Background: an optimization exercise with open tools, aiming at small area and a short achievable clock period. Do not read the settings as production practice.
In this exercise RTL edits were held to simulation tests only and were not proved equivalent to the original.
Power is estimated from default activity; no workload was simulated.

== rev 12 ==
==> flow/design.v <==
module framebuffer_reader #(
   parameter int unsigned ADDR_W      = 32,
   parameter int unsigned CNT_W       = 20,
   parameter int unsigned FIFO_DEPTH  = 64,
   parameter int unsigned MAX_PENDING = 16
) (
   input  logic              clk,
   input  logic              rst_n,
   input  logic              start,
   input  logic [ADDR_W-1:0] base_addr,
   input  logic [CNT_W-1:0]  word_count,
   output logic              busy,
   output logic              done,
   output logic [ADDR_W-1:0] master_address,
   output logic              master_read,
   input  logic              master_wait_request,
   input  logic [31:0]       master_read_data,
   input  logic              master_read_data_valid,
   output logic [31:0]       out_data,
   output logic              out_valid,
   input  logic              out_ready
   ,
   output logic [15:0]       underflow_count
);
   localparam int unsigned MEM_N  = FIFO_DEPTH - 1;        
   localparam int unsigned FCNT_W = $clog2(FIFO_DEPTH + 1);
   localparam int unsigned PEND_W = $clog2(MAX_PENDING + 1);
   logic               issuing;       
   logic               mr_q;          
   logic [ADDR_W-1:2]  addr_q;
   logic [CNT_W-1:0]   issue_left;
   logic [PEND_W-1:0]  pending;       
   logic [FCNT_W-1:0]  inflight;      
   logic [31:0]        head;
   logic               head_v;
   logic [31:0]        mem [MEM_N];   
   logic [MEM_N-1:0]   rd_sel;        
   logic               ring_ne;       
   logic [31:0]        ring_q;
   logic               idle_start;
   logic               accept;
   logic               push;
   logic               pop;
   logic               load_head;
   logic               ring_rd;
   logic               ring_wr;
   logic               last_pop;
   logic               issuing_nx;
   logic               inf_ok_nx;
   logic               pend_ok_nx;
   logic               pend_nz_nx;
   logic               rx_ok;         
   logic               unused_addr_lsbs;
   logic [PEND_W-1:0]  pending_inc, pending_dec;
   logic [FCNT_W-1:0]  inflight_inc, inflight_dec;
   assign pending_inc  = pending + PEND_W'(1);
   assign pending_dec  = ~(~pending + PEND_W'(1));
   assign inflight_inc = inflight + FCNT_W'(1);
   assign inflight_dec = ~(~inflight + FCNT_W'(1));
   assign unused_addr_lsbs = &{1'b0, base_addr[1:0]};
   assign master_read    = mr_q;
   assign master_address = {addr_q, 2'b00};
   assign accept         = mr_q && !master_wait_request;
   assign idle_start = !busy && start;
   assign push = master_read_data_valid && rx_ok;
   assign out_valid = head_v;
   assign out_data  = head;
   assign pop       = head_v && out_ready;
   assign load_head = !head_v || out_ready;
   assign ring_rd   = load_head && ring_ne;
   assign ring_wr   = push && (ring_ne || (head_v && !out_ready));
   assign last_pop = busy && !issuing && !rx_ok && pop && !ring_ne;
   always_comb begin
      issuing_nx = issuing && !(accept && (issue_left == CNT_W'(1)));
      case ({accept, pop})
         2'b10:   inf_ok_nx = (inflight < FCNT_W'(FIFO_DEPTH - 1));
         2'b01:   inf_ok_nx = 1'b1;
         default: inf_ok_nx = (inflight < FCNT_W'(FIFO_DEPTH));
      endcase
      case ({accept, push})
         2'b10:   pend_ok_nx = (pending < PEND_W'(MAX_PENDING - 1));
         2'b01:   pend_ok_nx = 1'b1;
         default: pend_ok_nx = (pending < PEND_W'(MAX_PENDING));
      endcase
      case ({accept, push})
         2'b10:   pend_nz_nx = 1'b1;
         2'b01:   pend_nz_nx = (pending != PEND_W'(1));
         default: pend_nz_nx = (pending != '0);
      endcase
   end
   always_ff @(posedge clk or negedge rst_n) begin
      if (!rst_n) begin
         issuing  <= 1'b0;
         mr_q     <= 1'b0;
         rx_ok    <= 1'b0;
         pending  <= '0;
         inflight <= '0;
         busy     <= 1'b0;
         done     <= 1'b0;
      end else begin
         done <= (idle_start && (word_count == '0)) || last_pop;
         rx_ok <= busy && pend_nz_nx;
         case ({accept, push})
            2'b10:   pending <= pending_inc;
            2'b01:   pending <= pending_dec;
            default: pending <= pending;
         endcase
         case ({accept, pop})
            2'b10:   inflight <= inflight_inc;
            2'b01:   inflight <= inflight_dec;
            default: inflight <= inflight;
         endcase
         if (idle_start) begin
            busy    <= (word_count != '0);
            issuing <= (word_count != '0);
            mr_q    <= (word_count != '0);
         end else begin
            issuing <= issuing_nx;
            mr_q    <= issuing_nx && inf_ok_nx && pend_ok_nx;
            if (last_pop) begin
               busy <= 1'b0;
            end
         end
      end
   end
   always_ff @(posedge clk) begin
      addr_q <= ({(ADDR_W-2){idle_start}} & base_addr[ADDR_W-1:2])
              | ({(ADDR_W-2){!idle_start && accept}} & (addr_q + 1'b1))
              | ({(ADDR_W-2){!idle_start && !accept}} & addr_q);
   end
   always_ff @(posedge clk) begin
      if (idle_start) begin
         issue_left <= word_count;
      end else if (accept) begin
         issue_left <= issue_left - CNT_W'(1);
      end
   end
   always_comb begin
      ring_q = '0;
      for (int i = 0; i < MEM_N; i++) begin
         ring_q = ring_q | (mem[i] & {32{rd_sel[i]}});
      end
   end
   always_ff @(posedge clk) begin
      head <= ({32{load_head && ring_ne}} & ring_q)
            | ({32{load_head && !ring_ne}} & master_read_data)
            | ({32{!load_head}} & head);
   end
   always_ff @(posedge clk or negedge rst_n) begin
      if (!rst_n) begin
         head_v <= 1'b0;
      end else if (load_head) begin
         head_v <= ring_ne || push;
      end
   end
   always_ff @(posedge clk) begin
      if (push) begin
         mem[0] <= master_read_data;
         for (int i = 1; i < MEM_N; i++) begin
            mem[i] <= mem[i-1];
         end
      end
   end
   always_ff @(posedge clk or negedge rst_n) begin
      if (!rst_n) begin
         rd_sel  <= '0;
         ring_ne <= 1'b0;
      end else begin
         if (ring_wr && !ring_rd) begin
            rd_sel <= {rd_sel[MEM_N-2:0], !ring_ne};
         end else if (ring_rd && !ring_wr) begin
            rd_sel <= {1'b0, rd_sel[MEM_N-1:1]};
         end
         if (ring_wr) begin
            ring_ne <= 1'b1;
         end else if (ring_rd && rd_sel[0]) begin
            ring_ne <= 1'b0;
         end
      end
   end
   always_ff @(posedge clk or negedge rst_n) begin
      if (!rst_n) begin
         underflow_count <= '0;
      end else if (idle_start) begin
         underflow_count <= '0;
      end else if (busy && out_ready && !head_v && (underflow_count != '1)) begin
         underflow_count <= underflow_count + 16'd1;
      end
   end
endmodule
export LEC_CHECK = 0
export CAP_MARGIN = 20
export CORE_MARGIN = 2
export CORE_UTILIZATION = 40
export CTS_CLUSTER_DIAMETER = 50
export CTS_CLUSTER_SIZE = 25
export SETUP_SLACK_MARGIN = 3.4
export SLEW_MARGIN = 20
create_clock -name core_clock -period 6.0 [get_ports {clk}]
standard.sh (not shown) runs the stock make flow with config.mk's settings and CLKGATE_MAP_FILE= SYNTH_SCRIPT=/design/flow/synth_recipe.tcl, a recipe that flattens the netlist after the stock synthesis.
==> flow/flow/run.sh <==
#!/bin/bash
set -euo pipefail
export BUFFER_PORTS_ARGS="-buffer_cell sky130_fd_sc_hd__buf_4"
bash standard.sh > standard.log 2>&1
The inputs of rev 13 differ from those of rev 12 as listed below.
- a deleted CTS_CLUSTER_SIZE that had been 25
- a deleted CTS_CLUSTER_DIAMETER that had been 50
## What came out
Number of buffers inserted to repair setup after CTS was lower in the run labelled rev 13.
Share of power burned in the clock network (higher): rev 13
Final area: rev 13 and rev 12 compared, lower one is rev 12

[port drivers added, routing unchanged]
The results above use ideal ports. As a check the final layouts listed here were re-extracted and re-timed, cells and wires unchanged.
Step 1, drivers: a clkbuf_16 drives clk and a buf_2 each remaining input, both assumed.
Step 2 also shifts input and output timing later by t, the mid clock arrival at the registers, as if the neighbouring blocks saw the same clock.
Slacks: no drivers / after step 1 / after step 2; pairs: no drivers / after step 1.
run | t, ns | setup slack, ns | latest minus earliest clock arrival (ns)
rev 12 | 0.901 | 3.340 / 3.303 / 2.473 | 0.057 / 0.057
rev 13 | 0.926 | 3.358 / 3.308 / 2.702 | 0.085 / 0.086
After both steps every run listed still meets setup and hold. For rev 12, which loses most, drivers alone change the setup slack by -0.037 ns; drivers and shift together by -0.867 ns.
